What follows belongs to an exercise in optimizing a design on an open flow for small area, a short achievable clock period and few clock cycles per item; a production flow would make more cautious choices. Only simulation tests tie the RTL to the original design; equivalence was not proved. No activity file was given, so power comes from the tool's default toggle rates.

**flow/config.mk**
```make
export PLATFORM = sky130hd
export DESIGN_NAME = audio_rd_dma
export DESIGN_NICKNAME = audio_rd_dma
export VERILOG_FILES = /design/flow/design.v
export SDC_FILE = /design/flow/constraint.sdc
export NUM_CORES = 4
export LEC_CHECK = 0
export CAP_MARGIN = 20
export CORE_MARGIN = 2
export CORE_UTILIZATION = 60
export CTS_CLUSTER_DIAMETER = 100
export CTS_CLUSTER_SIZE = 40
export SETUP_SLACK_MARGIN = 2.5
export SLEW_MARGIN = 20
```
**flow/design.v**
```verilog
package aud_dma_pkg;
    typedef enum logic [1:0] {
        ST_IDLE = 2'd0,
        ST_REQ  = 2'd1,
        ST_DATA = 2'd2
    } dma_state_t;
    localparam logic [2:0]  AXI_SIZE_64    = 3'd3;
    localparam logic [1:0]  AXI_BURST_INCR = 2'b01;
    localparam int unsigned BYTES_PER_BEAT = 8;
    function automatic logic [31:0] burst_bytes(input logic [4:0] beats);
        burst_bytes = {27'd0, beats} * BYTES_PER_BEAT;
    endfunction
endpackage
module audio_rd_dma #(
    parameter int              ID_W        = 4,
    parameter logic [ID_W-1:0] AXI_ID      = 1,
    parameter int              BURST_BEATS = 8,
    parameter int              FIFO_DEPTH  = 32
) (
    input  logic            gclk,
    input  logic            gresetn,
    input  logic            cfg_start,
    input  logic            cfg_stop,
    input  logic [31:0]     cfg_base,
    input  logic [15:0]     cfg_words,
    input  logic            cfg_loop,
    output logic            busy,
    output logic            done,
    output logic            err,
    output logic [ID_W-1:0] aid,
    output logic [31:0]     aaddr,
    output logic            avalid,
    output logic            awrite,
    output logic [3:0]      alen,
    output logic [2:0]      asize,
    output logic [1:0]      aburst,
    input  logic            aready,
    input  logic [ID_W-1:0] rid,
    input  logic [63:0]     rdata,
    input  logic            rlast,
    input  logic            rvalid,
    output logic            rready,
    output logic [63:0]     smp_data,
    output logic            smp_valid,
    input  logic            smp_ready
);
    localparam logic [1:0] MAX_OUT = 2'd3;
    logic [25:0] aaddr_r;      
    logic [12:0] whi_r;        
    logic [2:0]  llen_r;       
    logic [12:0] rem_r;        
    logic        full_r;       
    logic        lastq_r;      
    logic        loop_r;
    logic        busy_r, done_r, err_r, stop_r, avalid_r;
    logic        prd_r;        
    logic [1:0]  oc_r;         
    logic [2:0]  db_r;         
    logic        start_s, stop_now_s, acc_s, act_s, beat_s, id_ok_s;
    logic        last_burst_s, last_exp_s, cmp_s;
    logic        nat_end_s, stop_end_s, restart_s, adv_s;
    logic [12:0] addr_b_s;
    logic        addr_ci_s;
    logic [14:0] lo_sum_s;
    logic [12:0] hi_nxt_s;
    logic        hi_fix_r;     
    logic [12:0] rem_nxt_s;
    assign start_s    = cfg_start & ~busy_r;
    assign stop_now_s = busy_r & (cfg_stop | stop_r);
    assign acc_s      = avalid_r & aready;
    assign act_s      = (oc_r != 2'd0);
    assign id_ok_s    = (rid == AXI_ID);
    assign beat_s     = rvalid & smp_ready & act_s;
    assign last_burst_s = prd_r & (oc_r == 2'd1);
    assign last_exp_s   = (db_r == 3'd7) | (last_burst_s & (db_r == llen_r));
    assign cmp_s        = beat_s & last_exp_s;
    assign nat_end_s  = cmp_s & last_burst_s & ~loop_r;
    assign stop_end_s = stop_now_s & ~avalid_r & (oc_r == 2'd0);
    assign restart_s  = busy_r & prd_r & loop_r & (oc_r == 2'd0);
    assign addr_b_s  = prd_r ? ~whi_r : 13'd0;
    assign addr_ci_s = prd_r ? full_r : 1'b1;
    assign lo_sum_s  = {1'b0, aaddr_r[12:0], 1'b1} + {1'b0, addr_b_s, addr_ci_s};
    assign hi_nxt_s  = hi_fix_r ? aaddr_r[25:13] - 13'd1 : aaddr_r[25:13] + 13'd1;
    assign rem_nxt_s = prd_r ? whi_r : rem_r - 13'd1;
    assign adv_s     = acc_s | restart_s;
    always_ff @(posedge gclk or negedge gresetn) begin
        if (!gresetn) begin
            busy_r   <= 1'b0;
            done_r   <= 1'b0;
            err_r    <= 1'b0;
            stop_r   <= 1'b0;
            avalid_r <= 1'b0;
            prd_r    <= 1'b0;
            oc_r     <= 2'd0;
            db_r     <= 3'd0;
            hi_fix_r <= 1'b0;
        end else begin
            hi_fix_r <= restart_s & ~lo_sum_s[14];
            case ({acc_s, cmp_s})
                2'b10:   oc_r <= oc_r + 2'd1;
                2'b01:   oc_r <= oc_r - 2'd1;
                default: oc_r <= oc_r;
            endcase
            stop_r <= ~start_s & (stop_r | cfg_stop);
            if (start_s) begin
                busy_r   <= (cfg_words != 16'd0);
                done_r   <= (cfg_words == 16'd0);
                err_r    <= 1'b0;
                avalid_r <= (cfg_words != 16'd0);
                prd_r    <= 1'b0;
            end else begin
                busy_r <= busy_r & ~nat_end_s & ~stop_end_s;
                done_r <= nat_end_s & ~stop_now_s;
                if (beat_s & (~id_ok_s | (rlast != last_exp_s))) begin
                    err_r <= 1'b1;
                end
                if (avalid_r) begin
                    avalid_r <= ~aready;
                end else begin
                    avalid_r <= busy_r & ~stop_now_s & ~prd_r & (oc_r != MAX_OUT);
                end
                if (acc_s & lastq_r) begin
                    prd_r <= 1'b1;
                end else if (restart_s) begin
                    prd_r <= 1'b0;
                end
            end
            if (beat_s) begin
                db_r <= last_exp_s ? 3'd0 : db_r + 3'd1;
            end
        end
    end
    always_ff @(posedge gclk) begin
        if (start_s) begin
            aaddr_r <= cfg_base[31:6];
            whi_r   <= cfg_words[15:3];
            llen_r  <= cfg_words[2:0] - 3'd1;
            full_r  <= (cfg_words[2:0] == 3'd0);
            rem_r   <= cfg_words[15:3];
            lastq_r <= (cfg_words[15:3] == {12'd0, (cfg_words[2:0] == 3'd0)});
            loop_r  <= cfg_loop;
        end else if (adv_s) begin
            aaddr_r[12:0] <= lo_sum_s[13:1];
            if (~prd_r & (&aaddr_r[12:0])) begin
                aaddr_r[25:13] <= hi_nxt_s;
            end
            rem_r   <= rem_nxt_s;
            lastq_r <= (rem_nxt_s == {12'd0, full_r});
        end else if (hi_fix_r) begin
            aaddr_r[25:13] <= hi_nxt_s;
        end
    end
    assign busy      = busy_r;
    assign done      = done_r;
    assign err       = err_r;
    assign aid       = AXI_ID;
    assign aaddr     = {aaddr_r, 6'd0};
    assign avalid    = avalid_r;
    assign awrite    = 1'b0;
    assign alen      = lastq_r ? {1'b0, llen_r} : 4'd7;
    assign asize     = aud_dma_pkg::AXI_SIZE_64;
    assign aburst    = aud_dma_pkg::AXI_BURST_INCR;
    assign rready    = smp_ready & act_s;
    assign smp_data  = rdata;
    assign smp_valid = rvalid & id_ok_s & act_s;
endmodule
```
**flow/flow/my_synth.tcl**
```tcl
proc synth {args} { yosys synth -nofsm -noshare {*}$args }
# Map with a custom ABC script instead of the speed script.
proc abc {args} {
  set i [lsearch -exact $args -script]
  if {$i >= 0 && [info exists ::env(MY_ABC_SCRIPT)]} { lset args [expr {$i+1}] $::env(MY_ABC_SCRIPT) }
  if {[info exists ::env(MY_ABC_D)]} { set j [lsearch -exact $args -D]; if {$j>=0} {lset args [expr {$j+1}] $::env(MY_ABC_D)} }
  if {[info exists ::env(MY_ABC_NOSCRIPT)]} { set i [lsearch -exact $args -script]; set args [lreplace $args $i [expr {$i+1}]] }
  if {[info exists ::env(MY_ABC_NOD)]} { set j [lsearch -exact $args -D]; if {$j>=0} {set args [lreplace $args $j [expr {$j+1}]]} }
  puts "MYABC: $args"
  yosys abc {*}$args
}
source $::env(SCRIPTS_DIR)/synth.tcl
# left out here: clear keep_hierarchy, flatten, clean up, hide names made inside functions, write 1_2_yosys.v
```
**flow/constraint.sdc**
```tcl
create_clock -name core_clock -period 5.5 [get_ports {gclk}]
set_input_delay 1.1000 -clock core_clock [delete_from_list [all_inputs] [get_ports {gclk}]]
set_output_delay 1.1000 -clock core_clock [all_outputs]
set_load 0.01 [all_outputs]
```
**flow/flow/run.sh**
```bash
#!/bin/bash
# Layout with the standard.sh (ORFS), with two changes:
#  - synthesis runs flow/my_synth.tcl: synth_recipe.tcl's steps (same Yosys
#    synth -nofsm -noshare, flatten and renaming), except that the ABC call
#    uses flow/abc_map.script and no adder map; registers are mapped exactly
#    as in the standard synthesis;
#  - extra ORFS settings passed as make variables (see below).
# Each tool's output goes to standard.log (ORFS keeps per-step logs in orfs/logs).
set -euo pipefail
export MY_ABC_SCRIPT=$PWD/flow/abc_map.script MY_ABC_NOD=1
bash standard.sh SYNTH_SCRIPT=$PWD/flow/my_synth.tcl ADDER_MAP_FILE= SKIP_REPAIR_TIE_FANOUT=1 BUFFER_PORTS_ARGS="-buffer_cell sky130_fd_sc_hd__buf_1" finish > standard.log 2>&1
```
**flow/standard.sh**
```bash
#!/bin/bash
# synth_recipe.tcl (not shown) runs the flow's synth.tcl, then flattens the netlist and writes it again
# the make line also repeats each setting of config.mk as NAME=value (left out here)
make -C /OpenROAD-flow-scripts/flow DESIGN_CONFIG=/design/flow/config.mk WORK_HOME=/design/flow/orfs CLKGATE_MAP_FILE= SYNTH_SCRIPT=/design/flow/synth_recipe.tcl "${@:-finish}"
```
**flow/flow/abc_map.script**
```
&get -n; &st; &dch; &nf -D 1500; &put; topo; stime -c; buffer -c; upsize -c -D 1500; dnsize -c -D 1500
```
==> impl_metrics.csv, run 1 <==
group,metric,value,unit
yosys,synth_top_family_by_area,"simple AND/OR/NAND/NOR gates",
yosys,synth-compound-area-share,14.5,%
layout,regArea,0.00204,mm²
yosys,muxShareOfSynthArea,0.225,%
layout,synthToLayoutAreaGrowth,-0.524,%
critical_path,critPathKind,"in -> out",
yosys,synthFlopType,"edfxtp_1",
place,io_buffer_count,89,
worst_hold_path,holdCritPathClass,"reg -> reg",
yosys,synth_area_per_cell,9.53,µm²
clock_tree,cts_buffer_depth,2,
clock_tree,clk_pin_slew,0.08,ns
floorplan,die_w,95.4,µm
floorplan,dieHeight,95.4,µm
layout,instances_no_fill,640,
yosys,synth_area,0.00501,mm²
sta,fmax,344,MHz
routing,ant_nets,0,
power_and_ir_drop,powerDensity,598,mW/mm²
sta,min_period_over_period,52.8,%
floorplan,fp.coreArea,0.00818,mm²
critical_path,r2r_slack,2.74,ns
critical_path,r2r_start,"prd_r$_DFFE_PN0P_",
routing,drt_iter0_markers,181,
layout,fin_area,0.00499,mm²
floorplan,top_level_ports,241,
layout,drive_gt1_share,7.85,%
yosys,yosysSeqAreaShare,40.7,%
power_and_ir_drop,p_leak,1.77,nW
critical_path,cp_data_arrival_time,1.80,ns
clock_tree,htree_levels,3,
yosys,ys_warn_count,1,
routing,detail_route.first_pass.iterations,4,
yosys,synth-simple-area-share,16.3,%
layout,insertedDiodeCount,0,
routing,wl,10.8,mm
sta,slew_headroom,38.0,%
place,dp.cells,624,
yosys,async_flop_share,17.1,%
grt,grt_pass1_vias,3431,
worst_hold_path,worstHoldStart,"err_r$_DFFE_PN0P_",
critical_path,cp-start-kind,"input port",
grt,grt_pass1_wl,16.8,mm
sta,setup_viol,0,
place,post_dp_cell_area,0.00481,mm²
job,drv_cap,0,
routing,drc_errors,0,
yosys,synth_cell_types,64,
sta,skew,0.0177,ns
critical_path,critPathMaxFanout,2,
clock_tree,post_cts_buffers,0,
sta,min_period,2.90,ns
floorplan,start_util,61.3,%
sta,whs,0.510,ns
grt,grt_use_total,24.2,%
yosys,syn_nets,651,
critical_path,critPathCaptureType,"output port",
layout,multi_input_area,0.00226,mm²
yosys,synth_enable_flop_cells,58,
layout,final_common_cell,"buf_1",
grt,antenna_found_initial,0,
routing,via_per_inst,5.73,
sta,fin_setup_tns,0,ns
outcome,status,"complete, no violations",
layout,final_cell_mix,"89 x buf_1, 58 x edfxtp_1, 48 x nor2_1, 40 x xnor2_1, 37 x a21oi_1",
yosys,synth_xor_area_share,11.9,%
yosys,synth_fa_ha_area_share,1.80,%
sta,rsz0062_at_grt,"false",
routing,routedWlPerCell,16.9,µm
sta,hold_violations,0,
critical_path,worstSetupStartpoint,"rid[1]",
clock_tree,root_buffer,"clkbuf_8",
yosys,syn_inst,526,
place,dp_hpwl,7.93,mm
clock_tree,cts_tree,"yes",
power_and_ir_drop,ir_drop,0.000252,V
floorplan,rows,33,
grt,grt_max_degree,41,
layout,nNetsFinal,655,
place,place.gp.congestion,0.820,
yosys,ys_ff_latch,70,
sta,tightest_slew,0.929,ns
grt,overflow,0,
routing,vias,3665,
floorplan,dieArea,0.00910,mm²
layout,nFillCells,742,
critical_path,critPathRequiredTime,4.40,ns
clock_tree,clk_latency,0.35,ns
layout,utilization,61.0,%
clock_tree,cts_made_buffers,9,
sta,finalMaxSlewViolations,0,
clock_tree,cts_sinks,70,
through the flow:
stage          setup WS [ns]  power (mW)
2_1_floorplan           2.61        2.29
3_3_place_gp            2.42        2.58
3_5_place_dp            2.42        2.61
4_1_cts                 2.51        2.99
5_1_grt                 2.56        3.21
6_report                2.60        2.98
Yosys cell counts, types with 3 or more instances:
master | count | share of area, %
o21a_1 | 6 | 0.90
xnor2_1 | 40 | 7.0
maj3_1 | 9 | 1.8
o41ai_1 | 3 | 0.52
a21o_1 | 4 | 0.60
and2b_1 | 7 | 1.0
nor2_1 | 48 | 3.6
inv_1 | 7 | 0.52
and3b_1 | 5 | 0.87
nand2_1 | 34 | 2.5
clkbuf_1 | 11 | 0.82
dfrtp_1 | 12 | 6.0
o31ai_1 | 7 | 1.0
xor2_1 | 26 | 4.5
nand4_1 | 4 | 0.50
nor4_1 | 5 | 0.62
nand3_1 | 7 | 0.70
o21ai_0 | 34 | 3.4
and3_1 | 3 | 0.37
a31oi_1 | 5 | 0.62
nand3b_1 | 4 | 0.60
o21ai_1 | 3 | 0.30
edfxtp_1 | 58 | 35
nand2b_1 | 10 | 1.2
a31o_2 | 6 | 1.0
nor2b_1 | 4 | 0.50
a21oi_1 | 37 | 3.7
buf_4 | 84 | 13
layout make-up:
cell class                      count  area share [%]
Multi-Input combinational cell    349            45.2
Sequential cell                    70            41.0
Timing Repair Buffer               93            7.30
Clock buffer                       11            2.63
Tap cell                          105            2.63
Clock inverter                      5           0.702
Inverter                            7           0.527
timing repair:
item / in CTS / in global routing
endpoints found under the setup margin: 0 / 4
gates resized for setup: 0 / 3
hold buffers: 0 / 0
metal layers:
layer  wire [µm]  vias up  share of wire, %  global-route usage [%]
met5           0        -                 0                       0
li1            -     1773                 -                       -
met2        5220      133                48                    39.1
met4         301        0               2.8                    10.6
met3         651       37               6.0                    5.38
met1        4660     1722                43                    31.4
power by group:
group | total, mW | internal [mW] | switching, mW
clock | 0.378 | 0.165 | 0.213
sequential | 1.18 | 0.927 | 0.252
combinational | 1.42 | 0.595 | 0.828
worst max-delay path, cell delays in order:
cell	delay [ns]
buf_1	0.08
nor4b_2	0.29
and3_1	0.18
buf_1	0.15
cells by family after synthesis:
logic type	Yosys count
compound gates	118
xor+xnor	67
fa+ha+maj	9
buf+inv	107
flops	70
mux	1
other cells	2
simple gates	152
final timing paths:
kind	end	cells past startpoint
worst max-delay path	smp_valid	4
worst min-delay path	err_r$_DFFE_PN0P_	2
worst max register to register	aaddr_r[12]$_DFFE_PP_	8
worst min register to register	err_r$_DFFE_PN0P_	2
max in group asynchronous	hi_fix_r$_DFF_PN0_	1
min in group asynchronous	db_r[0]$_DFFE_PN0P_	1
sequential cells by signal, summed over array words and instances, names as in the netlist, 2 cells and up:
name / flops
oc_r: 2
rem_r: 13
llen_r: 3
whi_r: 13
aaddr_r: 26
db_r: 3
Testbench counts, summed over its fixed seeds: cycles 12,335, items 9,450.
==> run 2: changes to the inputs <==
--- a/flow/config.mk
+++ b/flow/config.mk
@@ -9,5 +9,3 @@
 export CORE_MARGIN = 2
-export CORE_UTILIZATION = 60
-export CTS_CLUSTER_DIAMETER = 100
-export CTS_CLUSTER_SIZE = 40
+export CORE_UTILIZATION = 75
 export SETUP_SLACK_MARGIN = 2.5
==> run 2 against run 1 <==
- sequential power hardly changed
- sequential cell count unchanged
- total power rose by 0.73%
- critical endpoint unchanged
- highest routed layer unchanged
==> impl_metrics.csv, run 2 <==
group,metric,value,unit
outcome,status,"complete, no violations",
clock_tree,cts_buffer_depth,2,
clock_tree,clk_pin_slew,0.09,ns
place,post_dp_cell_area,0.00477,mm²
power_and_ir_drop,power.net_switching,1.32,mW
clock_tree,cts_tree,"yes",
clock_tree,root_buffer,"clkbuf_8",
yosys,yosysMostFrequentCell,"buf_4",
clock_tree,clk_latency,0.35,ns
sta,slew_headroom,49.9,%
layout,largest_reg_flops,26,
routing,vias,3794,
yosys,synth_area,0.00501,mm²
yosys,ys_warn_count,1,
layout,largest_register,"aaddr_r",
critical_path,critPathRequiredTime,4.40,ns
yosys,syn_inst,526,
routing,drc_errors,0,
grt,antenna_found_initial,0,
layout,insertedDiodeCount,0,
job,drv_cap,0,
routing,via_per_inst,6.21,
clock_tree,post_cts_buffers,0,
layout,final_common_cell,"buf_1",
floorplan,dieHeight,85.8,µm
sta,tightest_slew,0.751,ns
power_and_ir_drop,sequentialPowerShare,40.1,%
worst_hold_path,holdCritPathClass,"reg -> reg",
power_and_ir_drop,intPower,1.69,mW
sta,hold_violations,0,
sta,finalMaxSlewViolations,0,
layout,fin_area,0.00496,mm²
power_and_ir_drop,powerDensity,605,mW/mm²
sta,skew,0.0114,ns
clock_tree,cts_sinks,70,
floorplan,dieArea,0.00735,mm²
floorplan,die_w,85.8,µm
yosys,synth_largest_area_cell,"edfxtp_1",
yosys,synth_enable_flop_cells,58,
routing,routedWlPerCell,18.0,µm
routing,detail_route.first_pass.iterations,25,
place,io_buffer_count,89,
clock_tree,htree_levels,3,
layout,largestRegisters,"aaddr_r x26, rem_r x13, whi_r x13",
layout,nNetsFinal,654,
layout,nFillCells,466,
critical_path,critPathKind,"in -> out",
layout,drive_gt1_share,8.24,%
routing,ant_nets,0,
power_and_ir_drop,clkPwrFrac,13.1,%
grt,grt_max_degree,41,
grt,grt_pass1_vias,3661,
sta,whs,0.522,ns
yosys,async_flop_share,17.1,%
floorplan,rows,29,
floorplan,top_level_ports,241,
sta,min_period_over_period,52.6,%
yosys,synth.top_cells.by_area,"edfxtp_1 35%, buf_4 13%, xnor2_1 7.0%, dfrtp_1 6.0%, xor2_1 4.5%",
grt,grt_pass1_wl,17.4,mm
critical_path,cp-start-kind,"input port",
critical_path,critPathCaptureType,"output port",
clock_tree,cts_made_buffers,9,
sta,min_period,2.89,ns
yosys,ys_top_cells_by_count,"84 x buf_4, 58 x edfxtp_1, 48 x nor2_1, 40 x xnor2_1, 37 x a21oi_1",
yosys,synth_area_per_cell,9.53,µm²
grt,overflow,0,
sta,setup_viol,0,
routing,drt_iter0_markers,232,
yosys,synth_cell_types,64,
floorplan,start_util,78.1,%
sta,fin_setup_tns,0,ns
critical_path,critPathMaxFanout,2,
place,place.gp.congestion,0.905,
yosys,ys_ff_latch,70,
layout,final_cell_mix,"89 x buf_1, 58 x edfxtp_1, 48 x nor2_1, 40 x xnor2_1, 37 x a21oi_1",
power_and_ir_drop,share_comb_of_total_power,46.9,%
yosys,yosysSeqAreaShare,40.7,%
routing,wl,11.0,mm
floorplan,fp.coreArea,0.00642,mm²
layout,utilization,77.3,%
layout,synthToLayoutAreaGrowth,-1.02,%
power_and_ir_drop,p_sw_share,43.8,%
critical_path,cp_data_arrival_time,1.79,ns
yosys,syn_nets,651,
sta,fmax,346,MHz
yosys,yosysTopAreaCellShare,34.7,%
sta,rsz0062_at_grt,"false",
power_and_ir_drop,ir_drop,0.000390,V
place,dp_hpwl,8.16,mm
power_and_ir_drop,p_leak,1.76,nW
yosys,synthFlopType,"edfxtp_1",
grt,grt_use_total,30.3,%
run 2: area by class of cell:
cell class	instances	area [µm²]	share of cell area, %
flip-flops and latches	70	2040	41.2
multi-input cells	349	2260	45.5
clock buffers	9	124	2.50
repair buffers	92	357	7.19
inverters	7	26.3	0.530
well taps	77	96.3	1.94
clock inverters	7	58.8	1.19
run 2: path summary, 6_finish.rpt:
| kind | startpoint | end | slack (ns) | cells after the start |
|---|---|---|---|---|
| max in group asynchronous | gresetn | hi_fix_r$_DFF_PN0_ | 4.26 | 1 |
| hold / removal | err_r$_DFFE_PN0P_ | err_r$_DFFE_PN0P_ | 0.52 | 2 |
| min in group asynchronous | gresetn | db_r[0]$_DFFE_PN0P_ | 0.75 | 1 |
| setup / recovery | rid[1] | smp_valid | 2.61 | 4 |
| setup reg to reg | prd_r$_DFFE_PN0P_ | aaddr_r[12]$_DFFE_PP_ | 2.74 | 7 |
| hold reg to reg | err_r$_DFFE_PN0P_ | err_r$_DFFE_PN0P_ | 0.52 | 2 |
run 2: per-layer routing:
layer	wire (µm)	vias up	track usage, %
li1	-	1779	-
met1	4290	1791	37.2
met2	5650	201	51.9
met3	845	23	7.22
met4	187	0	11.8
met5	0	-	0
run 2: worst max-delay path: stages:
cell and delay (ns):
buf_1 0.08, nor4b_2 0.28, and3_1 0.18, buf_1 0.14
run 2: what timing repair did:
action,CTS,global route
cloned,0,0
hold buffers,0,0
resized for setup,1,3
endpoints found under the setup margin,1,3
run 2: power by group through the flow:
stage                     sequential [mW]  clock, mW  combinational, mW
after floorplan                      1.17          0               1.12
after global placement               1.20          0               1.35
after detailed placement             1.21          0               1.40
after CTS                            1.20      0.398               1.41
after global routing                 1.24      0.413               1.57
final                                1.20      0.392               1.41
run 2: cells by family after synthesis:
| logic type | count (synthesis) | synth area share [%] |
|---|---|---|
| other cells | 2 | 0.150 |
| flops | 70 | 40.7 |
| compound gates | 118 | 14.5 |
| simple gates | 152 | 16.3 |
| fa+ha+maj | 9 | 1.80 |
| xor+xnor | 67 | 11.9 |
| buf+inv | 107 | 14.5 |
| mux | 1 | 0.225 |
run 2: through the flow:
step	setup WS, ns	cells	total power, mW
after CTS	2.54	611	3.00
final	2.61	611	3.00
after detailed placement	2.37	595	2.60
after global routing	2.55	611	3.22
after global placement	2.44	595	2.55
after floorplan	2.61	526	2.29
==> run 3: changes to the inputs <==
==> flow/flow/abc_map.script (replaced) <==
&get -n; &st; &dch; &nf -D 1000; &put; topo; stime -c; buffer -c; upsize -c -D 1000; dnsize -c -D 1000
--- a/flow/config.mk
+++ b/flow/config.mk
@@ -9,3 +9,5 @@
 export CORE_MARGIN = 2
-export CORE_UTILIZATION = 75
+export CORE_UTILIZATION = 60
+export CTS_CLUSTER_DIAMETER = 100
+export CTS_CLUSTER_SIZE = 40
 export SETUP_SLACK_MARGIN = 2.5
==> run 3 against run 2 <==
- sequential power hardly changed
- non-clock buffer count increased by 1
- combinational power about the same
- utilization fell by 16 points
- critical endpoint unchanged
==> impl_metrics.csv, run 3 <==
group,metric,value,unit
yosys,synth_xor_area_share,11.9,%
clock_tree,post_cts_buffers,0,
power_and_ir_drop,ir_drop,0.000252,V
floorplan,die_w,95.4,µm
power_and_ir_drop,power.net_switching,1.29,mW
yosys,synth_largest_area_cell,"edfxtp_1",
routing,vias,3665,
yosys,yosysSeqAreaShare,40.7,%
critical_path,critPathRequiredTime,4.40,ns
routing,wl,10.8,mm
clock_tree,clk_pin_slew,0.08,ns
grt,grt_pass1_vias,3431,
outcome,status,"complete, no violations",
yosys,synth_top_family_by_area,"simple AND/OR/NAND/NOR gates",
power_and_ir_drop,p_leak,1.77,nW
power_and_ir_drop,clkPwrFrac,12.7,%
yosys,synth-simple-area-share,16.3,%
yosys,synth_fa_ha_area_share,1.80,%
layout,largest_reg_flops,26,
power_and_ir_drop,powerDensity,598,mW/mm²
grt,antenna_found_initial,0,
grt,overflow,0,
yosys,synth_enable_flop_cells,58,
yosys,syn_nets,651,
yosys,muxShareOfSynthArea,0.225,%
sta,fmax,344,MHz
sta,skew,0.0177,ns
critical_path,r2r_end,"aaddr_r[12]$_DFFE_PP_",
yosys,syn_inst,526,
layout,final_common_cell,"buf_1",
clock_tree,htree_levels,3,
power_and_ir_drop,p_sw_share,43.4,%
critical_path,cp_data_arrival_time,1.80,ns
clock_tree,cts_made_buffers,9,
critical_path,critPathKind,"in -> out",
yosys,async_flop_share,17.1,%
critical_path,r2r_start,"prd_r$_DFFE_PN0P_",
yosys,yosysTopAreaCellShare,34.7,%
yosys,synth_area,0.00501,mm²
sta,min_period,2.90,ns
clock_tree,clk_latency,0.35,ns
job,drv_cap,0,
worst_hold_path,hold_end,"err_r$_DFFE_PN0P_",
routing,routedWlPerCell,16.9,µm
sta,rsz0062_at_grt,"false",
power_and_ir_drop,p_total,2.98,mW
critical_path,cp-start-kind,"input port",
power_and_ir_drop,intPower,1.69,mW
layout,largest_register,"aaddr_r",
routing,ant_nets,0,
critical_path,critPathCaptureType,"output port",
sta,tightest_slew,0.929,ns
layout,drive_gt1_share,7.85,%
power_and_ir_drop,share_comb_of_total_power,47.7,%
floorplan,rows,33,
layout,insertedDiodeCount,0,
layout,largestRegisters,"aaddr_r x26, rem_r x13, whi_r x13",
yosys,ys_top_cells_by_count,"84 x buf_4, 58 x edfxtp_1, 48 x nor2_1, 40 x xnor2_1, 37 x a21oi_1",
yosys,ys_warn_count,1,
floorplan,dieArea,0.00910,mm²
layout,nNetsFinal,655,
yosys,synth_cell_types,64,
power_and_ir_drop,sequentialPowerShare,39.6,%
yosys,yosysMostFrequentCell,"buf_4",
routing,via_per_inst,5.73,
routing,drt_iter0_markers,181,
routing,drc_errors,0,
yosys,synth.top_cells.by_area,"edfxtp_1 35%, buf_4 13%, xnor2_1 7.0%, dfrtp_1 6.0%, xor2_1 4.5%",
grt,grt_use_total,24.2,%
floorplan,fp.coreArea,0.00818,mm²
yosys,ys_ff_latch,70,
floorplan,top_level_ports,241,
worst_hold_path,worstHoldStart,"err_r$_DFFE_PN0P_",
yosys,synthFlopType,"edfxtp_1",
layout,regArea,0.00204,mm²
floorplan,start_util,61.3,%
sta,setup_viol,0,
floorplan,dieHeight,95.4,µm
sta,hold_violations,0,
yosys,synth_area_per_cell,9.53,µm²
critical_path,r2r_slack,2.74,ns
sta,whs,0.510,ns
worst_hold_path,worstHoldPathCells,2,
place,dp_hpwl,7.93,mm
layout,synthToLayoutAreaGrowth,-0.524,%
clock_tree,cts_sinks,70,
layout,multi_input_area,0.00226,mm²
routing,detail_route.first_pass.iterations,4,
place,io_buffer_count,89,
worst_hold_path,holdCritPathClass,"reg -> reg",
grt,grt_max_degree,41,
critical_path,critPathMaxFanout,2,
clock_tree,cts_tree,"yes",
sta,slew_headroom,38.0,%
critical_path,reg2regPathDepth,8,
sta,finalMaxSlewViolations,0,
layout,final_cell_mix,"89 x buf_1, 58 x edfxtp_1, 48 x nor2_1, 40 x xnor2_1, 37 x a21oi_1",
yosys,synth-compound-area-share,14.5,%
clock_tree,cts_buffer_depth,2,
clock_tree,root_buffer,"clkbuf_8",
grt,grt_pass1_wl,16.8,mm
sta,min_period_over_period,52.8,%
place,place.gp.congestion,0.820,
layout,nFillCells,742,
sta,fin_setup_tns,0,ns
-- run 3: cell types whose count changed in the layout (fill, tap and decap cells not counted), sizes merged --
cell / before / now
buf: 92 / 93
clkinvlp: 4 / 2
clkbuf: 9 / 11
-- run 3: what timing repair did --
action / 4_1_cts / 5_1_grt
gates resized for setup: 0 / 3
hold buffers: 0 / 0
endpoints found under the setup margin: 0 / 4
-- run 3: worst max-delay path: stages --
cell,delay [ns]
buf_1,0.08
nor4b_2,0.29
and3_1,0.18
buf_1,0.15
-- run 3: metrics by stage --
step	instance area, µm²	setup WS, ns	cells	utilization [%]
floorplan	5010	2.61	526	-
global placement	4810	2.42	624	58.8
detailed placement	4810	2.42	624	58.8
CTS	4980	2.51	640	60.9
global route	4990	2.56	640	61.0
finish	4990	2.60	640	61.0
-- run 3: cell type report --
type / count / share of cell area [%]
multi-input cells: 349 / 45.2
clock buffers: 11 / 2.63
repair buffers: 93 / 7.30
clock inverters: 5 / 0.702
well taps: 105 / 2.63
flip-flops and latches: 70 / 41.0
inverters: 7 / 0.527
-- run 3: power groups by stage --
stage          Sequential [mW]  Clock, mW  Combinational (mW)
2_1_floorplan             1.17          0                1.12
6_report                  1.18      0.378                1.42
4_1_cts                   1.18      0.384                1.43
3_3_place_gp              1.18          0                1.40
5_1_grt                   1.22      0.400                1.59
3_5_place_dp              1.19          0                1.42
-- run 3: worst max-delay path by stage --
stage	start	end	slack, ns	cells after the start
global placement	cfg_start	done_r$_DFF_PN0_	2.42	6
detailed placement	cfg_start	done_r$_DFF_PN0_	2.42	6
floorplan	cfg_start	aaddr_r[13]$_DFFE_PP_	2.61	4
CTS	rid[1]	smp_valid	2.51	4
global route	rid[1]	smp_valid	2.56	4
finish	rid[1]	smp_valid	2.60	4
-- run 3: kinds of logic after synthesis --
| kind of cell | after synthesis |
|---|---|
| xor gates and xnor gates | 67 |
| DFF | 70 |
| buffers and inverters | 107 |
| adders and majority gates | 9 |
| AOI/OAI and AO/OA | 118 |
| muxes | 1 |
| and+or+nand+nor | 152 |
| other | 2 |
-- run 3: metal layers --
| metal | GRT usage (%) | vias up | routed length (µm) |
|---|---|---|---|
| li1 | - | 1773 | - |
| met1 | 31.4 | 1722 | 4660 |
| met2 | 39.1 | 133 | 5220 |
| met3 | 5.38 | 37 | 651 |
| met4 | 10.6 | 0 | 301 |
| met5 | 0 | - | 0 |
==> run 4: changes to the inputs <==
==> flow/flow/abc_map.script (replaced) <==
&get -n; &st; &dch; &nf -D 2500; &put; topo; stime -c; buffer -c; upsize -c -D 2500; dnsize -c -D 2500
==> run 4 against run 3 <==
- worst setup slack lost 0.0026 ns
- via count decreased by 0.38%
- critical path depth is the same
- synthesized cell count stayed put
- worst hold slack better by 0.0069 ns
- cell area shrank 0.68%
- largest power group unchanged
==> impl_metrics.csv, run 4 <==
group,metric,value,unit
sta,hold_violations,0,
yosys,synth.top_cells.by_area,"edfxtp_1 35%, buf_4 12%, xnor2_1 7.1%, dfrtp_1 6.1%, xor2_1 4.8%",
power_and_ir_drop,p_leak,1.72,nW
layout,largest_reg_flops,26,
yosys,ys_warn_count,1,
layout,drive_gt1_share,5.44,%
routing,drc_errors,0,
clock_tree,cts_sinks,70,
power_and_ir_drop,ir_drop,0.000302,V
layout,largest_register,"aaddr_r",
routing,routedWlPerCell,16.6,µm
critical_path,r2r_start,"prd_r$_DFFE_PN0P_",
critical_path,reg2regPathDepth,7,
yosys,syn_inst,526,
worst_hold_path,worstHoldStart,"err_r$_DFFE_PN0P_",
power_and_ir_drop,p_total,3.02,mW
power_and_ir_drop,intPower,1.76,mW
clock_tree,post_cts_buffers,0,
floorplan,fp.coreArea,0.00809,mm²
grt,grt_use_total,24.0,%
floorplan,dieArea,0.00895,mm²
clock_tree,clk_latency,0.35,ns
clock_tree,clk_pin_slew,0.07,ns
power_and_ir_drop,powerDensity,609,mW/mm²
place,io_buffer_count,89,
critical_path,cp_data_arrival_time,1.81,ns
grt,grt_pass1_vias,3396,
yosys,synth_area,0.00493,mm²
grt,grt_pass1_wl,16.6,mm
sta,rsz0062_at_grt,"false",
layout,final_common_cell,"buf_1",
routing,vias,3651,
layout,largestRegisters,"aaddr_r x26, rem_r x13, whi_r x13",
layout,synthToLayoutAreaGrowth,0.559,%
power_and_ir_drop,sequentialPowerShare,39.6,%
floorplan,top_level_ports,241,
power_and_ir_drop,share_comb_of_total_power,45.6,%
outcome,status,"complete, no violations",
critical_path,critPathKind,"in -> out",
clock_tree,cts_tree,"yes",
yosys,async_flop_share,17.1,%
sta,fmax,344,MHz
worst_hold_path,holdCritPathClass,"reg -> reg",
sta,skew,0.0128,ns
power_and_ir_drop,p_sw_share,41.7,%
yosys,ys_ff_latch,70,
critical_path,critPathCaptureType,"output port",
sta,finalMaxSlewViolations,0,
yosys,syn_nets,651,
floorplan,start_util,60.9,%
grt,overflow,0,
sta,min_period,2.91,ns
routing,drt_iter0_markers,144,
worst_hold_path,worstHoldPathCells,2,
layout,final_cell_mix,"89 x buf_1, 58 x edfxtp_1, 49 x nor2_1, 40 x xnor2_1, 38 x o21ai_0",
clock_tree,cts_made_buffers,9,
yosys,synth_area_per_cell,9.36,µm²
job,drv_cap,0,
critical_path,r2r_end,"aaddr_r[12]$_DFFE_PP_",
floorplan,dieHeight,94.6,µm
layout,nNetsFinal,654,
sta,whs,0.517,ns
yosys,yosysTopAreaCellShare,35.4,%
sta,tightest_slew,0.704,ns
floorplan,die_w,94.6,µm
critical_path,critPathRequiredTime,4.40,ns
critical_path,r2r_slack,2.70,ns
clock_tree,root_buffer,"clkbuf_8",
routing,detail_route.first_pass.iterations,4,
power_and_ir_drop,power.net_switching,1.26,mW
place,place.gp.congestion,0.831,
yosys,synth_largest_area_cell,"edfxtp_1",
yosys,yosysSeqAreaShare,41.5,%
worst_hold_path,hold_end,"err_r$_DFFE_PN0P_",
critical_path,critPathMaxFanout,2,
sta,slew_headroom,53.1,%
layout,insertedDiodeCount,0,
sta,min_period_over_period,52.9,%
clock_tree,htree_levels,3,
routing,via_per_inst,5.72,
routing,ant_nets,0,
sta,fin_setup_tns,0,ns
yosys,synth_enable_flop_cells,58,
place,dp_hpwl,7.67,mm
yosys,ys_top_cells_by_count,"81 x buf_4, 58 x edfxtp_1, 49 x nor2_1, 40 x xnor2_1, 38 x o21ai_0",
yosys,yosysMostFrequentCell,"buf_4",
power_and_ir_drop,clkPwrFrac,14.8,%
grt,antenna_found_initial,0,
yosys,synth_cell_types,50,
routing,wl,10.6,mm
critical_path,cp-start-kind,"input port",
yosys,synthFlopType,"edfxtp_1",
floorplan,rows,33,
clock_tree,cts_buffer_depth,2,
sta,setup_viol,0,
grt,grt_max_degree,59,
layout,nFillCells,765,
[run 4: worst max-delay path: stages]
cell and delay (ns):
buf_1 0.08, nor4b_2 0.29, and3_1 0.19, buf_1 0.15
[run 4: what timing repair did]
action,CTS,global route
setup endpoints to repair,2,4
hold buffers,0,0
gates resized for setup,1,4
[run 4: area by class of cell]
class / instances / area [µm²] / share of cell area [%]
Multi-Input combinational cell: 349 / 2190 / 44.2
Inverter: 7 / 26.3 / 0.530
Timing Repair Buffer: 92 / 357 / 7.20
Clock buffer: 10 / 128 / 2.58
Clock inverter: 5 / 75.1 / 1.52
Sequential cell: 70 / 2050 / 41.3
Tap cell: 105 / 131 / 2.65
[run 4: kinds of logic after synthesis]
| family | after synthesis | synth area share, % |
|---|---|---|
| other | 2 | 0.152 |
| multiplexers | 1 | 0.229 |
| AO/OA/AOI/OAI | 118 | 14.5 |
| flip-flops | 70 | 41.5 |
| AND/OR/NAND/NOR | 152 | 15.6 |
| buffers and inverters | 107 | 14.3 |
| XOR/XNOR | 67 | 11.9 |
| adder cells (fa/ha/maj) | 9 | 1.83 |
[run 4: per-stage QoR]
stage	utilization (%)	std cells	worst slack (ns)	area, µm²
final	61.2	638	2.59	4950
after global routing	61.2	638	2.51	4950
after CTS	61.1	638	2.50	4940
after detailed placement	58.5	623	2.24	4740
after global placement	58.5	623	2.27	4740
after floorplan	-	526	2.56	4930
[run 4: how the worst max path moves through the flow]
stage / start / to
floorplan: prd_r$_DFFE_PN0P_ / aaddr_r[13]$_DFFE_PP_
global placement: prd_r$_DFFE_PN0P_ / aaddr_r[12]$_DFFE_PP_
detailed placement: prd_r$_DFFE_PN0P_ / aaddr_r[12]$_DFFE_PP_
CTS: prd_r$_DFFE_PN0P_ / aaddr_r[12]$_DFFE_PP_
global route: prd_r$_DFFE_PN0P_ / aaddr_r[12]$_DFFE_PP_
finish: rid[1] / smp_valid
[run 4: power by group through the flow]
| stage | clock network, mW | registers [mW] | logic (mW) |
|---|---|---|---|
| final | 0.447 | 1.20 | 1.38 |
| after detailed placement | 0 | 1.20 | 1.37 |
| after global routing | 0.479 | 1.23 | 1.55 |
| after floorplan | 0 | 1.17 | 1.09 |
| after CTS | 0.455 | 1.19 | 1.38 |
| after global placement | 0 | 1.20 | 1.35 |
[run 4: layer usage]
metal	share of wire, %	up-vias	GRT usage (%)
li1	-	1781	-
met4	1.5	0	7.00
met1	44	1732	31.2
met2	48	116	39.4
met3	6.7	22	6.62
met5	0	-	0
==> run 5: changes to the inputs <==
==> flow/flow/abc_map.script (replaced) <==
&get -n; &st; &syn2; &dch; &nf -D 1500; &put; topo; stime -c; buffer -c; upsize -c -D 1500; dnsize -c -D 1500
==> run 5 against run 4 <==
- synthesized cell count grew 14%
- still clean
- die area grew 7.8%
- sequential share of layout area shrank 3.2 points
- register-to-register slack gained 0.09 ns
- sequential power is essentially flat
- clock power is essentially flat
- largest power group unchanged
- clock-buffer cell count grew 4
- clock skew grew 0.0036 ns
- total power shrank 3.6%
- sequential cell count is the same
==> impl_metrics.csv, run 5 <==
group,metric,value,unit
sta,setup_slack,2.59,ns
layout,final_cell_mix,"89 x buf_1, 58 x nor2_1, 58 x edfxtp_1, 53 x nand2_1, 46 x a21oi_1",
sta,skew,0.0164,ns
critical_path,cp-start-kind,"input port",
critical_path,critPathCaptureType,"output port",
sta,fin_setup_tns,0,ns
critical_path,reg2regPathDepth,9,
routing,drc_errors,0,
floorplan,die_w,98.2,µm
sta,hold_violations,0,
place,place.gp.congestion,0.851,
yosys,ys_warn_count,1,
layout,synthToLayoutAreaGrowth,0.634,%
grt,grt_use_total,25.8,%
critical_path,worstSetupEndpoint,"smp_valid",
yosys,yosysSeqAreaShare,38.3,%
outcome,status,"complete, no violations",
floorplan,rows,34,
sta,min_period_over_period,52.8,%
layout,largest_register,"aaddr_r",
critical_path,cp_data_arrival_time,1.81,ns
clock_tree,ctsHoldBuffers,0,
place,io_buffer_count,89,
yosys,synth_enable_flop_cells,58,
floorplan,fp.coreArea,0.00868,mm²
critical_path,r2r_start,"prd_r$_DFFE_PN0P_",
layout,regArea,0.00204,mm²
sta,finalMaxSlewViolations,0,
yosys,synth_area_per_cell,8.85,µm²
clock_tree,post_cts_buffers,0,
sta,whs,0.497,ns
sta,rsz0062_at_grt,"true",
critical_path,worstSetupStartpoint,"rid[2]",
layout,insertedDiodeCount,0,
routing,detail_route.first_pass.iterations,4,
grt,grt_pass1_vias,3848,
routing,routedWlPerCell,17.6,µm
sta,slew_headroom,54.1,%
place,dp_hpwl,9.46,mm
sta,setup_viol,0,
routing,ant_nets,0,
grt,antenna_found_initial,0,
routing,drt_iter0_markers,216,
power_and_ir_drop,ir_drop,0.000282,V
routing,via_per_inst,5.77,
yosys,synth_largest_area_cell,"edfxtp_1",
clock_tree,root_buffer,"clkbuf_8",
worst_hold_path,holdCritPathClass,"reg -> reg",
yosys,syn_inst,602,
routing,vias,4131,
yosys,yosysMostFrequentCell,"buf_4",
clock_tree,htree_levels,3,
yosys,synth_cell_types,64,
layout,multi_input_area,0.00255,mm²
routing,wl,12.6,mm
layout,largest_reg_flops,26,
yosys,syn_nets,727,
power_and_ir_drop,powerDensity,543,mW/mm²
floorplan,dieArea,0.00965,mm²
grt,grt_pass1_wl,19.8,mm
sta,min_period,2.91,ns
layout,drive_gt1_share,6.91,%
clock_tree,cts_made_buffers,9,
layout,final_common_cell,"buf_1",
yosys,ys_ff_latch,70,
layout,largestRegisters,"aaddr_r x26, rem_r x13, whi_r x13",
grt,overflow,0,
critical_path,critPathKind,"in -> out",
yosys,synth_area,0.00533,mm²
power_and_ir_drop,p_leak,1.88,nW
clock_tree,cts_buffer_depth,2,
clock_tree,cts_sinks,70,
yosys,async_flop_share,17.1,%
critical_path,r2r_slack,2.79,ns
clock_tree,cts_tree,"yes",
layout,nNetsFinal,728,
floorplan,dieHeight,98.2,µm
yosys,yosysTopAreaCellShare,32.7,%
floorplan,top_level_ports,241,
layout,utilization,61.8,%
yosys,ys_top_cells_by_count,"84 x buf_4, 58 x edfxtp_1, 58 x nor2_1, 53 x nand2_1, 46 x a21oi_1",
grt,grt_max_degree,57,
clock_tree,clk_pin_slew,0.08,ns
floorplan,start_util,61.4,%
power_and_ir_drop,p_total,2.91,mW
layout,nFillCells,815,
critical_path,r2r_end,"aaddr_r[11]$_DFFE_PP_",
sta,tightest_slew,0.685,ns
sta,fmax,344,MHz
critical_path,critPathRequiredTime,4.40,ns
critical_path,critPathMaxFanout,2,
yosys,synthFlopType,"edfxtp_1",
yosys,synth.top_cells.by_area,"edfxtp_1 33%, buf_4 12%, dfrtp_1 5.6%, xnor2_1 5.4%, a21oi_1 4.3%",
job,drv_cap,0,
place,dp_slack,2.19,ns
clock_tree,clk_latency,0.34,ns
-- run 5: layout make-up --
class / count / area share (%)
well taps: 108 / 2.52
clock inverters: 2 / 0.187
clock buffers: 14 / 3.83
inverters: 11 / 0.841
repair buffers: 93 / 6.86
repair inverters: 1 / 0.0934
flip-flops and latches: 70 / 38.2
multi-input cells: 417 / 47.5
-- run 5: worst min-delay path by stage --
| stage | startpoint | endpoint | cells after the start |
|---|---|---|---|
| after global routing | err_r$_DFFE_PN0P_ | err_r$_DFFE_PN0P_ | 2 |
| after detailed placement | err_r$_DFFE_PN0P_ | err_r$_DFFE_PN0P_ | 2 |
| after floorplan | stop_r$_DFF_PN0_ | stop_r$_DFF_PN0_ | 2 |
| after global placement | err_r$_DFFE_PN0P_ | err_r$_DFFE_PN0P_ | 2 |
| after CTS | err_r$_DFFE_PN0P_ | err_r$_DFFE_PN0P_ | 2 |
| final | err_r$_DFFE_PN0P_ | err_r$_DFFE_PN0P_ | 2 |
-- run 5: kinds of logic after synthesis --
logic type / Yosys count / synth area share, %
adders and majority gates: 1 / 0.188
AOI/OAI and AO/OA: 145 / 16.8
other: 2 / 0.141
muxes: 4 / 0.752
and+or+nand+nor: 206 / 19.9
xor gates and xnor gates: 59 / 9.70
buffers and inverters: 115 / 14.1
DFF: 70 / 38.3
-- run 5: routing by layer --
layer | GRT usage [%] | share of wire (%)
met5 | 1.03 | 0
met4 | 8.32 | 2.2
met3 | 6.08 | 7.7
met2 | 40.3 | 45
met1 | 35.9 | 45
-- run 5: repair_timing --
item	in CTS	in global routing
pin swaps	0	1
gates cloned	0	1
setup endpoints to repair	1	14
gates resized for setup	1	5
-- run 5: worst max-delay path, stage by stage --
cell and delay (ns):
buf_1 0.08, nor4b_2 0.29, and3_1 0.19, buf_1 0.15
-- run 5: per-stage QoR --
step                      cell area [µm²]  instances
after floorplan                      5330        602
after global placement               5120        699
after detailed placement             5120        699
after CTS                            5330        715
after global routing                 5360        716
final                                5360        716
-- run 5: report_power, final --
group / internal [mW] / total, mW / switching (mW)
Clock: 0.243 / 0.445 / 0.202
Sequential: 0.882 / 1.17 / 0.285
Combinational: 0.547 / 1.30 / 0.750
Total: 1.67 / 2.91 / 1.24
==> run 6: changes to the inputs <==
==> flow/flow/abc_map.script (replaced) <==
&get -n; &st; &dch; &nf -D 1500; &put
==> run 6 against run 5 <==
- first-iteration DRC count is 49% lower
- largest power group unchanged
- sequential share of layout area is 3.5 points higher
- combinational power is 5% higher
- register-to-register slack worse by 0.05 ns
- critical path depth stayed put
- global-route usage is 1.1 points lower
- die area is 8.5% lower
- sequential power hardly changed
- non-clock buffer count is 3 lower
- wire length is 15% lower
- cell area is 8.4% lower
==> impl_metrics.csv, run 6 <==
group,metric,value,unit
outcome,status,"complete, no violations",
sta,min_period_over_period,52.8,%
place,io_buffer_count,89,
clock_tree,clk_pin_slew,0.08,ns
yosys,synth_cell_types,48,
critical_path,path_cells,"buf_1 > nor4b_2 > and3_1 > buf_1",
power_and_ir_drop,p_total,2.95,mW
sta,slew_headroom,51.9,%
power_and_ir_drop,ir_drop,0.000266,V
floorplan,fp.coreArea,0.00777,mm²
yosys,ys_top_cells_by_count,"81 x buf_4, 58 x edfxtp_1, 49 x nor2_1, 40 x xnor2_1, 38 x o21ai_0",
place,place.gp.congestion,0.830,
power_and_ir_drop,p_leak,1.68,nW
critical_path,path_delay_family,"simple AND/OR/NAND/NOR gates",
worst_hold_path,holdCritPathClass,"reg -> reg",
yosys,yosysSeqAreaShare,42.1,%
routing,drc_errors,0,
sta,fin_setup_tns,0,ns
critical_path,critPathRequiredTime,4.40,ns
layout,final_cell_mix,"89 x buf_1, 58 x edfxtp_1, 49 x nor2_1, 40 x xnor2_1, 38 x o21ai_0",
clock_tree,cts_made_buffers,9,
critical_path,reg2regPathDepth,7,
critical_path,r2r_end,"lastq_r$_DFFE_PP_",
clock_tree,clk_latency,0.34,ns
critical_path,cp_slowest_cell,"nor4b_2",
layout,fin_area,0.00491,mm²
layout,nFillCells,702,
floorplan,dieArea,0.00883,mm²
layout,insertedDiodeCount,0,
layout,drive_gt1_share,4.14,%
yosys,synth.top_cells.by_area,"edfxtp_1 36%, buf_4 13%, xnor2_1 7.2%, dfrtp_1 6.2%, xor2_1 4.9%",
layout,nNetsFinal,652,
clock_tree,root_buffer,"clkbuf_8",
grt,antenna_found_initial,0,
critical_path,critPathMaxFanout,2,
critical_path,critPathKind,"in -> out",
floorplan,dieHeight,94.0,µm
place,post_dp_cell_area,0.00472,mm²
yosys,synth_area_per_cell,9.58,µm²
sta,finalMaxSlewViolations,0,
clock_tree,htree_levels,3,
sta,hold_violations,0,
critical_path,crit_top_cell,"buf_1",
critical_path,cpPeakStageDelay,0.30,ns
yosys,yosysTopAreaCellShare,35.9,%
place,dp_hpwl,7.88,mm
grt,grt_max_degree,58,
clock_tree,cts_buffer_depth,2,
yosys,ys_ff_latch,70,
grt,overflow,0,
routing,detail_route.first_pass.iterations,5,
critical_path,cp_data_arrival_time,1.81,ns
floorplan,start_util,62.5,%
critical_path,worstSetupStartpoint,"rid[1]",
layout,largest_reg_flops,26,
critical_path,r2r_slack,2.74,ns
layout,largest_register,"aaddr_r",
sta,min_period,2.91,ns
routing,via_per_inst,5.75,
grt,grt_use_total,24.7,%
clock_tree,cts_sinks,70,
floorplan,rows,32,
routing,routedWlPerCell,17.0,µm
clock_tree,cts_tree,"yes",
critical_path,critPathCaptureType,"output port",
job,drv_cap,0,
routing,vias,3643,
critical_path,worstSetupEndpoint,"smp_valid",
routing,drt_iter0_markers,111,
sta,rsz0062_at_grt,"false",
yosys,synth_largest_area_cell,"edfxtp_1",
sta,tightest_slew,0.718,ns
layout,synthToLayoutAreaGrowth,1.16,%
layout,final_common_cell,"buf_1",
clock_tree,ctsHoldBuffers,0,
yosys,async_flop_share,17.1,%
floorplan,top_level_ports,241,
routing,wl,10.8,mm
yosys,synth_enable_flop_cells,58,
yosys,syn_inst,507,
routing,ant_nets,0,
yosys,syn_nets,632,
sta,whs,0.518,ns
floorplan,die_w,94.0,µm
critical_path,r2r_start,"rem_r[1]$_DFFE_PP_",
critical_path,crit_buf_inv,2,
critical_path,cp-start-kind,"input port",
layout,largestRegisters,"aaddr_r x26, rem_r x13, whi_r x13",
critical_path,path_depth,4,
yosys,yosysMostFrequentCell,"buf_4",
sta,setup_viol,0,
yosys,synthFlopType,"edfxtp_1",
worst_hold_path,worstHoldPathCells,2,
sta,fmax,344,MHz
grt,grt_pass1_vias,3435,
yosys,ys_warn_count,1,
grt,grt_pass1_wl,16.8,mm
power_and_ir_drop,powerDensity,600,mW/mm²
yosys,synth_area,0.00485,mm²
sta,skew,0.0122,ns
==> run 6: cell type report <==
cell class	instances	area (µm²)	area share, %
Inverter	7	28.8	0.586
Tap cell	102	128	2.60
Multi-Input combinational cell	349	2190	44.6
Sequential cell	70	2050	41.7
Clock buffer	12	155	3.16
Timing Repair Buffer	90	342	6.96
Clock inverter	4	21.3	0.433
==> run 6: worst min path at each step <==
stage | end | slack, ns | start
CTS | err_r$_DFFE_PN0P_ | 0.52 | err_r$_DFFE_PN0P_
finish | err_r$_DFFE_PN0P_ | 0.52 | err_r$_DFFE_PN0P_
global placement | err_r$_DFFE_PN0P_ | 0.48 | err_r$_DFFE_PN0P_
floorplan | oc_r[1]$_DFFE_PN0P_ | 0.48 | oc_r[1]$_DFFE_PN0P_
global route | err_r$_DFFE_PN0P_ | 0.54 | err_r$_DFFE_PN0P_
detailed placement | err_r$_DFFE_PN0P_ | 0.50 | err_r$_DFFE_PN0P_
==> run 6: metal layers <==
metal | up-vias | global-route usage [%] | routed length, µm
met2 | 145 | 40.5 | 5130
met3 | 12 | 4.74 | 739
li1 | 1780 | - | -
met5 | - | 0 | 0
met1 | 1706 | 33.4 | 4810
met4 | 0 | 7.61 | 89
==> run 6: where the power goes <==
part,internal (mW),switching (mW)
logic,0.565,0.806
registers,0.930,0.267
clock network,0.187,0.193
total,1.68,1.27
==> run 6: worst register-to-register path, cell delays in order (launching register included) <==
cell      delay, ns
edfxtp_1       0.43
or4_1          0.62
nand2b_1       0.27
or4_1          0.49
nor2_1         0.18
xor2_1         0.15
o21ai_0        0.13
a41o_1         0.26
==> run 6: cells by family after synthesis <==
group           share of synthesized area (%)
compound gates                           14.7
xor+xnor                                 12.1
fa+ha+maj                                1.86
buf+inv                                  13.1
flops                                    42.1
mux                                     0.232
other cells                             0.155
simple gates                             15.8
==> run 6: per-stage QoR <==
| step | utilization, % | setup slack, ns | std cells |
|---|---|---|---|
| 4_1_cts | 63.1 | 2.52 | 634 |
| 2_1_floorplan | - | 2.54 | 507 |
| 5_1_grt | 63.2 | 2.54 | 634 |
| 3_3_place_gp | 60.8 | 2.32 | 618 |
| 6_report | 63.2 | 2.59 | 634 |
| 3_5_place_dp | 60.8 | 2.28 | 618 |
==> run 6: repair_timing <==
| item | CTS | global route |
|---|---|---|
| hold endpoints to repair | 0 | 0 |
| buffers inserted | 0 | 0 |
| gates resized for setup | 1 | 4 |
| setup endpoints to repair | 15 | 33 |
==> run 7: changes to the inputs <==
--- a/flow/flow/run.sh
+++ b/flow/flow/run.sh
@@ -9,3 +9,3 @@
 set -euo pipefail
-export MY_ABC_SCRIPT=$PWD/flow/abc_map.script MY_ABC_NOD=1
+export MY_ABC_NOSCRIPT=1 MY_ABC_D=3000
 bash standard.sh SYNTH_SCRIPT=$PWD/flow/my_synth.tcl ADDER_MAP_FILE= SKIP_REPAIR_TIE_FANOUT=1 BUFFER_PORTS_ARGS="-buffer_cell sky130_fd_sc_hd__buf_1" finish > standard.log 2>&1
removed: flow/flow/abc_map.script
==> run 7 against run 6 <==
- critical path depth grew 8
- worst hold slack gained 0.0054 ns
- non-clock buffer count grew 18
- highest routed layer unchanged
- fmax shrank 11%
- still clean on timing, DRC and antenna
- utilization grew 1.2 points
- combinational power shrank 3%
- total power shrank 0.94%
- largest power group unchanged
- largest cell class is now registers
==> impl_metrics.csv, run 7 <==
group,metric,value,unit
outcome,status,"complete, no violations",
sta,setup_slack,2.23,ns
routing,drt_iter0_markers,198,
grt,grt_use_total,24.8,%
layout,largestRegisters,"aaddr_r x26, rem_r x13, whi_r x13",
critical_path,cp_slowest_cell,"dfrtp_4",
job,drv_cap,0,
critical_path,critPathRequiredTime,5.59,ns
yosys,yosysSeqAreaShare,43.6,%
critical_path,crit_top_cell,"maj3_2",
layout,nNetsFinal,668,
clock_tree,clk_pin_slew,0.08,ns
clock_tree,clk_latency,0.34,ns
floorplan,start_util,61.2,%
sta,rsz0062_at_grt,"true",
grt,grt_pass1_vias,3479,
floorplan,fp.coreArea,0.00765,mm²
critical_path,cp_data_arrival_time,3.35,ns
sta,slew_headroom,54.3,%
critical_path,path_cells,"nor2b_4 > maj3_2 > maj3_2 > maj3_2 > maj3_2 > a211oi_4 > o311ai_2 > o211ai_1 > a211oi_1 > o22ai_1 > xnor2_1 > a21oi_1",
yosys,ys_ff_latch,70,
layout,instances_no_fill,650,
yosys,syn_inst,519,
sta,min_period,3.27,ns
yosys,synth_largest_area_cell,"edfxtp_1",
critical_path,critPathMaxFanout,3,
critical_path,cpPeakStageDelay,0.49,ns
worst_hold_path,holdCritPathClass,"reg -> reg",
sta,tightest_slew,0.685,ns
place,post_dp_cell_area,0.00454,mm²
clock_tree,htree_levels,3,
routing,ant_nets,0,
yosys,ys_top_cells_by_count,"81 x buf_4, 70 x nand2_1, 60 x nor2_1, 58 x edfxtp_1, 47 x o21ai_0",
layout,final_common_cell,"buf_1",
critical_path,cp-start-kind,"flop",
layout,nFillCells,688,
yosys,synthFlopType,"edfxtp_1",
routing,vias,3625,
clock_tree,ctsHoldBuffers,0,
routing,via_per_inst,5.58,
yosys,yosysMostFrequentCell,"buf_4",
clock_tree,cts_tree,"yes",
place,dp_slack,1.69,ns
yosys,synth_area,0.00468,mm²
layout,final_cell_mix,"89 x buf_1, 70 x nand2_1, 60 x nor2_1, 58 x edfxtp_1, 44 x o21ai_0",
place,io_buffer_count,89,
place,place.gp.congestion,0.914,
power_and_ir_drop,p_leak,1.82,nW
sta,min_period_over_period,59.4,%
clock_tree,cts_sinks,70,
floorplan,dieHeight,92.3,µm
yosys,yosysTopAreaCellShare,37.2,%
routing,routedWlPerCell,16.4,µm
yosys,synth_enable_flop_cells,58,
layout,largest_reg_flops,26,
power_and_ir_drop,p_total,2.92,mW
layout,utilization,64.5,%
floorplan,rows,32,
critical_path,critPathKind,"reg -> reg",
clock_tree,cts_buffer_depth,2,
power_and_ir_drop,ir_drop,0.000266,V
grt,grt_pass1_wl,16.7,mm
yosys,async_flop_share,17.1,%
routing,detail_route.first_pass.iterations,4,
layout,synthToLayoutAreaGrowth,5.29,%
clock_tree,cts_made_buffers,9,
sta,fin_setup_tns,0,ns
floorplan,top_level_ports,241,
sta,hold_violations,0,
sta,finalMaxSlewViolations,0,
sta,skew,0.0178,ns
grt,antenna_found_initial,0,
layout,largest_register,"aaddr_r",
grt,overflow,0,
place,dp_hpwl,7.69,mm
power_and_ir_drop,powerDensity,592,mW/mm²
layout,fin_area,0.00493,mm²
yosys,synth.top_cells.by_area,"edfxtp_1 37%, buf_4 13%, dfrtp_1 6.4%, xnor2_1 5.8%, nand2_1 5.6%",
floorplan,die_w,92.3,µm
layout,insertedDiodeCount,0,
floorplan,dieArea,0.00853,mm²
sta,fmax,306,MHz
routing,drc_errors,0,
sta,setup_viol,0,
yosys,synth_cell_types,48,
place,dp.cells,618,
yosys,ys_warn_count,1,
yosys,synth_area_per_cell,9.02,µm²
routing,wl,10.6,mm
grt,grt_max_degree,42,
critical_path,critPathCaptureType,"flop",
layout,drive_gt1_share,10.4,%
sta,whs,0.524,ns
clock_tree,root_buffer,"clkbuf_8",
yosys,syn_nets,644,
-- run 7: layout make-up --
type / count / area (µm²) / area share (%)
clock buffers: 10 / 128 / 2.59
repair inverters: 1 / 5.00 / 0.102
repair buffers: 108 / 477 / 9.67
inverters: 9 / 37.5 / 0.761
flip-flops and latches: 70 / 2050 / 41.5
multi-input cells: 344 / 2020 / 41.0
clock inverters: 6 / 86.3 / 1.75
well taps: 102 / 128 / 2.59
-- run 7: critical path: cells and delay by family, from the launching register on --
| family | cells | cell delay [ns] |
|---|---|---|
| fa+ha+maj | 4 | 1.30 |
| compound gates | 6 | 0.95 |
| flops | 1 | 0.49 |
| xor+xnor | 1 | 0.14 |
| simple gates | 1 | 0.13 |
-- run 7: cell families after synthesis --
| family | Yosys count | share of synthesized area, % |
|---|---|---|
| buf+inv | 105 | 14.9 |
| fa+ha+maj | 5 | 1.15 |
| flops | 70 | 43.6 |
| compound gates | 101 | 13.0 |
| xor+xnor | 50 | 9.35 |
| other cells | 2 | 0.160 |
| simple gates | 186 | 17.9 |
-- run 7: path summary, 6_finish.rpt --
path / startpoint / end / slack (ns) / cells after the start
worst max register to register: prd_r$_DFFE_PN0P_ / aaddr_r[12]$_DFFE_PP_ / 2.23 / 12
worst max-delay path: prd_r$_DFFE_PN0P_ / aaddr_r[12]$_DFFE_PP_ / 2.23 / 12
worst min-delay path: err_r$_DFFE_PN0P_ / err_r$_DFFE_PN0P_ / 0.52 / 2
max in group asynchronous: gresetn / prd_r$_DFFE_PN0P_ / 4.22 / 1
min in group asynchronous: gresetn / avalid_r$_DFF_PN0_ / 0.77 / 1
worst min register to register: err_r$_DFFE_PN0P_ / err_r$_DFFE_PN0P_ / 0.52 / 2
-- run 7: layer usage --
metal | up-vias | wire length (µm) | GRT usage [%]
met3 | 19 | 1090 | 7.97
met5 | - | 0 | 0
met2 | 180 | 5000 | 40.6
li1 | 1767 | - | -
met4 | 0 | 104 | 5.97
met1 | 1659 | 4450 | 32.3
-- run 7: timing repair --
item / CTS / global route
gates cloned: 1 / 0
endpoints found under the setup margin: 11 / 14
setup buffers: 12 / 3
pin swaps: 9 / 12
gates resized for setup: 7 / 8
-- run 7: where the power goes --
| part | switching, mW | internal, mW | leakage (nW) | total (mW) |
|---|---|---|---|---|
| sequential | 0.228 | 0.914 | 0.687 | 1.14 |
| clock | 0.195 | 0.255 | 0.106 | 0.450 |
| combinational | 0.745 | 0.584 | 1.03 | 1.33 |
==> run 8: changes to the inputs <==
--- a/flow/flow/run.sh
+++ b/flow/flow/run.sh
@@ -9,3 +9,3 @@
 set -euo pipefail
-export MY_ABC_NOSCRIPT=1 MY_ABC_D=3000
-bash standard.sh SYNTH_SCRIPT=$PWD/flow/my_synth.tcl ADDER_MAP_FILE= SKIP_REPAIR_TIE_FANOUT=1 BUFFER_PORTS_ARGS="-buffer_cell sky130_fd_sc_hd__buf_1" finish > standard.log 2>&1
+export MY_ABC_SCRIPT=$PWD/flow/abc_map.script MY_ABC_NOD=1
+bash standard.sh SYNTH_SCRIPT=$PWD/flow/my_synth.tcl ADDER_MAP_FILE= SKIP_REPAIR_TIE_FANOUT=1 BUFFER_PORTS_ARGS="-buffer_cell sky130_fd_sc_hd__buf_1" CTS_ARGS="-sink_clustering_enable -repair_clock_nets -dont_use_dummy_load -buf_list sky130_fd_sc_hd__clkbuf_8 -sink_clustering_size 30 -sink_clustering_max_diameter 150" finish > standard.log 2>&1
==> flow/flow/abc_map.script (new file) <==
&get -n; &st; &dch; &nf -D 1500; &put
--- a/flow/config.mk
+++ b/flow/config.mk
@@ -10,4 +10,2 @@
 export CORE_UTILIZATION = 60
-export CTS_CLUSTER_DIAMETER = 100
-export CTS_CLUSTER_SIZE = 40
 export SETUP_SLACK_MARGIN = 2.5
==> run 8 against run 7 <==
- utilization fell by 1.9 points
- wire length up 0.27%
- critical path depth shrank 8
- sequential share of layout area increased by 0.61 points
- largest power group unchanged
- synthesized cell count shrank 2.3%
- clock-buffer cell count shrank 1
- first-iteration DRC count fell by 38%
- sequential cell count unchanged
- via count down 0.36%
==> impl_metrics.csv, run 8 <==
group,metric,value,unit
critical_path,path_cells,"buf_1 > nor4b_2 > and3_1 > buf_1",
layout,utilization,62.5,%
job,drv_cap,0,
sta,slew_headroom,52.1,%
sta,min_period,2.91,ns
yosys,ys_top_cells_by_count,"81 x buf_4, 58 x edfxtp_1, 49 x nor2_1, 40 x xnor2_1, 38 x o21ai_0",
power_and_ir_drop,ir_drop,0.000262,V
clock_tree,htree_levels,3,
yosys,synth_area,0.00485,mm²
clock_tree,cts_tree,"yes",
yosys,syn_inst,507,
floorplan,start_util,62.5,%
yosys,ys_ff_latch,70,
place,dp_hpwl,7.88,mm
critical_path,r2r_start,"rem_r[1]$_DFFE_PP_",
sta,finalMaxSlewViolations,0,
sta,skew,0.0211,ns
floorplan,die_w,94.0,µm
yosys,muxShareOfSynthArea,0.232,%
worst_hold_path,worstHoldPathCells,2,
power_and_ir_drop,powerDensity,593,mW/mm²
yosys,syn_nets,632,
grt,grt_pass1_vias,3428,
critical_path,cp_data_arrival_time,1.81,ns
critical_path,critPathRequiredTime,4.40,ns
floorplan,fp.coreArea,0.00777,mm²
yosys,async_flop_share,17.1,%
critical_path,reg2regPathDepth,7,
yosys,ys_warn_count,1,
sta,setup_viol,0,
sta,fmax,344,MHz
yosys,synth_cell_types,48,
yosys,synth_area_per_cell,9.58,µm²
place,io_buffer_count,89,
layout,largest_register,"aaddr_r",
power_and_ir_drop,p_leak,1.65,nW
sta,hold_violations,0,
worst_hold_path,hold_end,"err_r$_DFFE_PN0P_",
critical_path,critPathKind,"in -> out",
sta,fin_setup_tns,0,ns
routing,ant_nets,0,
routing,drc_errors,0,
layout,insertedDiodeCount,0,
yosys,synth_xor_area_share,12.1,%
clock_tree,cts_buffer_depth,2,
outcome,status,"complete, no violations",
critical_path,r2r_end,"lastq_r$_DFFE_PP_",
sta,rsz0062_at_grt,"false",
clock_tree,clk_latency,0.34,ns
routing,wl,10.7,mm
yosys,synth-simple-area-share,15.8,%
layout,final_cell_mix,"89 x buf_1, 58 x edfxtp_1, 49 x nor2_1, 40 x xnor2_1, 38 x o21ai_0",
sta,min_period_over_period,52.8,%
routing,drt_iter0_markers,122,
critical_path,cpPeakStageDelay,0.30,ns
grt,overflow,0,
worst_hold_path,holdCritPathClass,"reg -> reg",
clock_tree,cts_made_buffers,9,
layout,nFillCells,695,
routing,vias,3612,
layout,nNetsFinal,652,
clock_tree,post_cts_buffers,0,
routing,detail_route.first_pass.iterations,5,
place,place.gp.congestion,0.830,
routing,routedWlPerCell,17.0,µm
layout,largest_reg_flops,26,
routing,via_per_inst,5.76,
sta,whs,0.518,ns
layout,synthToLayoutAreaGrowth,0.0773,%
yosys,synth_largest_area_cell,"edfxtp_1",
yosys,synth_enable_flop_cells,58,
==> run 8: changes by cell type in the layout (fill, tap and decap cells not counted), moves of 8 or more <==
cell,before,now
buf_4,19,1
nor2b_1,0,12
a21oi_1,18,37
maj3_1,1,9
xor2_1,19,27
nor2_1,60,49
nand2_1,70,33
xnor2_1,31,40
==> run 8: cells by family (layout without fill, tap and decap cells) <==
| group | count (synthesis) | count (layout) |
|---|---|---|
| buffers and inverters | 88 | 106 |
| xor gates and xnor gates | 67 | 67 |
| adders and majority gates | 9 | 9 |
| muxes | 1 | 1 |
| DFF | 70 | 70 |
| AOI/OAI and AO/OA | 118 | 118 |
| other | 2 | 2 |
| and+or+nand+nor | 152 | 152 |
==> run 8: area by class of cell <==
cell class	instances	area [µm²]	share of cell area [%]
multi-input cells	349	2190	45.1
flip-flops and latches	70	2050	42.1
repair buffers	90	342	7.03
well taps	102	128	2.63
clock buffers	9	124	2.55
inverters	7	28.8	0.592
==> run 8: worst max path at each step <==
stage / start / end / slack (ns) / cells past startpoint
floorplan: cfg_start / aaddr_r[13]$_DFFE_PP_ / 2.54 / 3
global placement: cfg_start / busy_r$_DFF_PN0_ / 2.32 / 6
detailed placement: cfg_start / avalid_r$_DFF_PN0_ / 2.28 / 6
CTS: rid[1] / smp_valid / 2.52 / 4
global route: prd_r$_DFFE_PN0P_ / aaddr_r[11]$_DFFE_PP_ / 2.53 / 7
finish: rid[1] / smp_valid / 2.59 / 4
==> run 8: critical path: cells and delay by family <==
family | cells | cell delay (ns)
buffers and inverters | 2 | 0.23
and+or+nand+nor | 2 | 0.48
==> run 8: timing repair <==
action	CTS	global route
endpoints found under the setup margin	15	32
resized for setup	1	4
hold buffers	0	0
==> run 8: through the flow <==
stage               std cells  instance area, µm²
floorplan                 507                4860
global placement          618                4720
detailed placement        618                4720
CTS                       627                4850
global route              627                4860
finish                    627                4860
==> run 8: where the power goes <==
part | internal (mW) | switching [mW] | leakage (nW)
logic | 0.565 | 0.802 | 0.893
clock network | 0.146 | 0.170 | 0.0647
registers | 0.931 | 0.266 | 0.691
==> run 8: routing by layer <==
metal,GRT usage [%],wire length [µm],vias up
met5,0,0,-
met3,4.49,697,8
met1,33.5,4850,1698
met2,40.1,5080,139
met4,7.97,43,0
li1,-,-,1767

Check on run 8: ideal ports give 2.593 ns setup slack; a clkbuf_16 on the clock port and buf_2 on the inputs give 2.571 ns; moving port delays by the midpoint clock arrival (0.359 ns) as well gives 2.490 ns.
